This is an optimization exercise on Yosys and OpenROAD, whose aim is small area, not a production implementation. Function was checked by simulation only, so behaviour that the tests miss may differ from the original. Power figures rest on the tool's default switching activity, not on a simulated workload.

== run A ==
Design cpu_core, start of the top module:
module cpu_core (
	input  wire logic                  clk,
	input  wire logic                  resetn,
	output logic                       inst_req,
	output logic                       inst_wr,
	output logic [1:0]                 inst_size,
	output logic [32-1:0]      inst_addr,
	output logic [32-1:0]      inst_wdata,
	input  wire logic                  inst_addr_ok,
	input  wire logic                  inst_data_ok,
	input  wire logic [32-1:0] inst_rdata,
	output logic [32-1:0]      debug_wb_pc,
	output logic [3:0]                 debug_wb_rf_wen,
	output logic [4:0]                 debug_wb_rf_wnum,
	output logic [32-1:0]      debug_wb_rf_wdata
);
Size: roughly 2600 cells after synthesis, ~1100 flip-flops, about 33000 um2 of cells after synthesis.
==> module inst_fetch, before the edit <==
module inst_fetch (
	input  wire logic                  clk,
	input  wire logic                  resetn,
	output logic                       inst_req,
	output logic [32-1:0]      inst_addr,
	input  wire logic                  inst_addr_ok,
	input  wire logic                  inst_data_ok,
	input  wire logic [32-1:0] inst_rdata,
	output logic [1:0]                 phase,
	output logic                       clear,     
	output logic                       run,       
	output logic [25:0]                ir,
	output logic [1:0]                 itype,
	output logic                       iwr,
	output logic [32-1:0]      pc,        
	output logic                       traced     
);
	localparam logic [29:0] RESET_WPC = 30'(32'hbfc00000 >> 2);
	logic [29:0] wpc;
	logic [29:0] next_wpc;
	logic        outstanding;
	logic        ir_valid;
	logic        done;
	logic [29:0] carry;
	logic [1:0]  d_itype;
	logic        d_wr;
	logic        load;
	logic        hold;
	logic        untraced;
	assign inst_req  = !outstanding && (!ir_valid || (run && phase[1]));
	always_comb
	begin
		for (int i = 0; i < 30; i++)
			carry[i] = (ir_valid || traced) && &(wpc | (30'h3fffffff << i));
	end
	assign next_wpc  = wpc ^ carry;
	assign inst_addr = {next_wpc, 2'b00};
	assign pc        = {wpc, 2'b00};
	assign done      = run && phase == 2'd3;
	always_ff @(posedge clk)
	begin
		if (!resetn)
		begin
			phase       <= 2'd0;
			clear       <= 1'b1;
			wpc         <= RESET_WPC;
			outstanding <= 1'b0;
			ir_valid    <= 1'b0;
			run         <= 1'b0;
			traced      <= 1'b0;
		end
		else
		begin
			phase <= phase + 2'd1;
			if (phase == 2'd3)
			begin
				clear <= 1'b0;
				run   <= inst_data_ok || (ir_valid && !run);
			end
			traced <= done;
			wpc <= (next_wpc & {30{traced}}) | (wpc & {30{untraced}});
			if (inst_req && inst_addr_ok)
				outstanding <= 1'b1;
			else if (inst_data_ok)
				outstanding <= 1'b0;
			if (inst_data_ok)
				ir_valid <= 1'b1;
			else if (done)
				ir_valid <= 1'b0;
		end
	end
	inst_decode u_decode (
		.inst  (inst_rdata),
		.valid (inst_data_ok),
		.traced   (traced  ),
		.untraced (untraced),
		.itype (d_itype   ),
		.wr    (d_wr      ),
		.load  (load      ),
		.hold  (hold      )
	);
	always_ff @(posedge clk)
	begin
		ir    <= (inst_rdata[25:0] & {26{load}}) | (ir & {26{hold}});
		itype <= (d_itype & {2{load}}) | (itype & {2{hold}});
		iwr   <= (d_wr && load) || (iwr && hold);
	end
endmodule
==> module inst_decode, before the edit <==
module inst_decode (
	input  wire logic [32-1:0] inst,
	input  wire logic                  valid,   
	input  wire logic                  traced,  
	output logic                       untraced,
	output logic [1:0]                 itype,   
	output logic                       wr,
	output logic                       load,    
	output logic                       hold     
);
	assign load     = valid;
	assign hold     = !valid;
	assign untraced = !traced;
	logic [5:0] opcode;
	logic [5:0] funct;
	logic       known;
	logic [4:0] dst;
	assign opcode = inst[31:26];
	assign funct  = inst[5:0];
	always_comb
	begin
		itype = 2'd0;
		known = 1'b0;
		case (opcode)
			6'h00: known = funct == 6'h21 || funct == 6'h23 || funct == 6'h24 || funct == 6'h25 ||
				funct == 6'h26 || funct == 6'h2a || funct == 6'h00;
			6'h09: begin itype = 2'd1; known = 1'b1; end
			6'h0d: begin itype = 2'd2; known = 1'b1; end
			6'h0f: begin itype = 2'd3; known = 1'b1; end
			default: known = 1'b0;
		endcase
		dst = (opcode == 6'h00) ? inst[15:11] : inst[20:16];
		wr  = known && dst != 5'd0;
	end
endmodule
Settings: LEC_CHECK=0, CAP_MARGIN=10, CORE_MARGIN=2, CORE_UTILIZATION=65, PLACE_DENSITY=0.75, SETUP_SLACK_MARGIN=0.1, SLEW_MARGIN=10, SYNTH_HIERARCHICAL=1; clock period 6.0 ns.
standard.sh (not shown) runs the stock make flow with config.mk's settings and CLKGATE_MAP_FILE= SYNTH_SCRIPT=/design/flow/synth_recipe.tcl, a recipe that flattens the netlist after the stock synthesis.
==> flow/flow/run.sh <==
#!/bin/bash
# The standard layout (standard.sh, with the standard synthesis
# unchanged), with two changes to how the layout is made:
#  - clock tree: clkbuf_4 buffers, leaf clusters of at most 11 sinks within
#    45 um, and no dummy loads
#  - port buffers: buf_1 (every input and output port still gets one)
# make's full output goes to standard_flow.log in this folder; each ORFS
# step also keeps its own log under orfs/logs/.
set -euo pipefail
here=$(pwd)
export CTS_ARGS="-sink_clustering_enable -repair_clock_nets -dont_use_dummy_load -buf_list sky130_fd_sc_hd__clkbuf_4 -sink_clustering_size 11 -sink_clustering_max_diameter 45"
export BUFFER_PORTS_ARGS="-buffer_cell sky130_fd_sc_hd__buf_1"
bash standard.sh > "$here/standard_flow.log" 2>&1
#### Input delta (run X over run A)
diff --git a/flow/design.v b/flow/design.v
--- a/flow/design.v
+++ b/flow/design.v
@@ -60,13 +60,12 @@
 	logic        done;
 	logic [29:0] carry;
 	logic [1:0]  d_itype;
 	logic        d_wr;
 	logic        load;
 	logic        hold;
-	logic        untraced;
 	assign inst_req  = !outstanding && (!ir_valid || (run && phase[1]));
 	always_comb
 	begin
 		for (int i = 0; i < 30; i++)
 			carry[i] = (ir_valid || traced) && &(wpc | (30'h3fffffff << i));
 	end
@@ -92,13 +91,13 @@
 			if (phase == 2'd3)
 			begin
 				clear <= 1'b0;
 				run   <= inst_data_ok || (ir_valid && !run);
 			end
 			traced <= done;
-			wpc <= (next_wpc & {30{traced}}) | (wpc & {30{untraced}});
+			wpc <= wpc ^ (carry & {30{traced}});
 			if (inst_req && inst_addr_ok)
 				outstanding <= 1'b1;
 			else if (inst_data_ok)
 				outstanding <= 1'b0;
 			if (inst_data_ok)
 				ir_valid <= 1'b1;
@@ -106,14 +105,12 @@
 				ir_valid <= 1'b0;
 		end
 	end
 	inst_decode u_decode (
 		.inst  (inst_rdata),
 		.valid (inst_data_ok),
-		.traced   (traced  ),
-		.untraced (untraced),
 		.itype (d_itype   ),
 		.wr    (d_wr      ),
 		.load  (load      ),
 		.hold  (hold      )
 	);
 	always_ff @(posedge clk)
@@ -126,22 +123,19 @@
 `default_nettype wire
 `timescale 1ns/1ps
 `default_nettype none
 module inst_decode (
 	input  wire logic [32-1:0] inst,
 	input  wire logic                  valid,   
-	input  wire logic                  traced,  
-	output logic                       untraced,
 	output logic [1:0]                 itype,   
 	output logic                       wr,
 	output logic                       load,    
 	output logic                       hold     
 );
-	assign load     = valid;
-	assign hold     = !valid;
-	assign untraced = !traced;
+	assign load = valid;
+	assign hold = !valid;
 	logic [5:0] opcode;
 	logic [5:0] funct;
 	logic       known;
 	logic [4:0] dst;
 	assign opcode = inst[31:26];
 	assign funct  = inst[5:0];
==> comparison <==
When run X is set beside run A, its utilization of the core after routing turns out to be 0.20 points larger.
Run A and run X ended up with nearly the same portion of the layout cell area used by clock cells.
Changes observed in run X relative to run A: final antenna-violating net count flat, final area up 0.49%, worst hold slack down 0.034 ns, total inserted antenna cells down 1.
Diff run A -> run X: total power flat, non-clock buffer count now sits higher, register area ~0 delta.
Having completed the whole flow, run X delivered a layout that passed the timing, design-rule and antenna checks.
Cell count: run X higher than run A
Sort run A and run X by fraction of the mapped netlist area in compound gates, ascending, and run X comes first.

-- re-timing with driven ports --
No port has a modelled driver above. Below, the same layouts with a new extraction and two added sets of constraints. Step 1 assumes that a clkbuf_16 drives the clock port and a buf_2 every other input. Step 2 also shifts input and output timing later by t, the mid clock arrival at the registers, as if the neighbouring blocks saw the same clock. Slacks: no drivers / after step 1 / after step 2; pairs: no drivers / after step 1.
| run | t (ns) | setup WS [ns] | worst setup path after step 2 |
|---|---|---|---|
| run A | 0.954 | 0.795 / 0.795 / 0.795 | register to register |
| run X | 0.933 | 0.574 / 0.574 / 0.574 | register to register |
After both steps setup and hold are still met in every run listed.
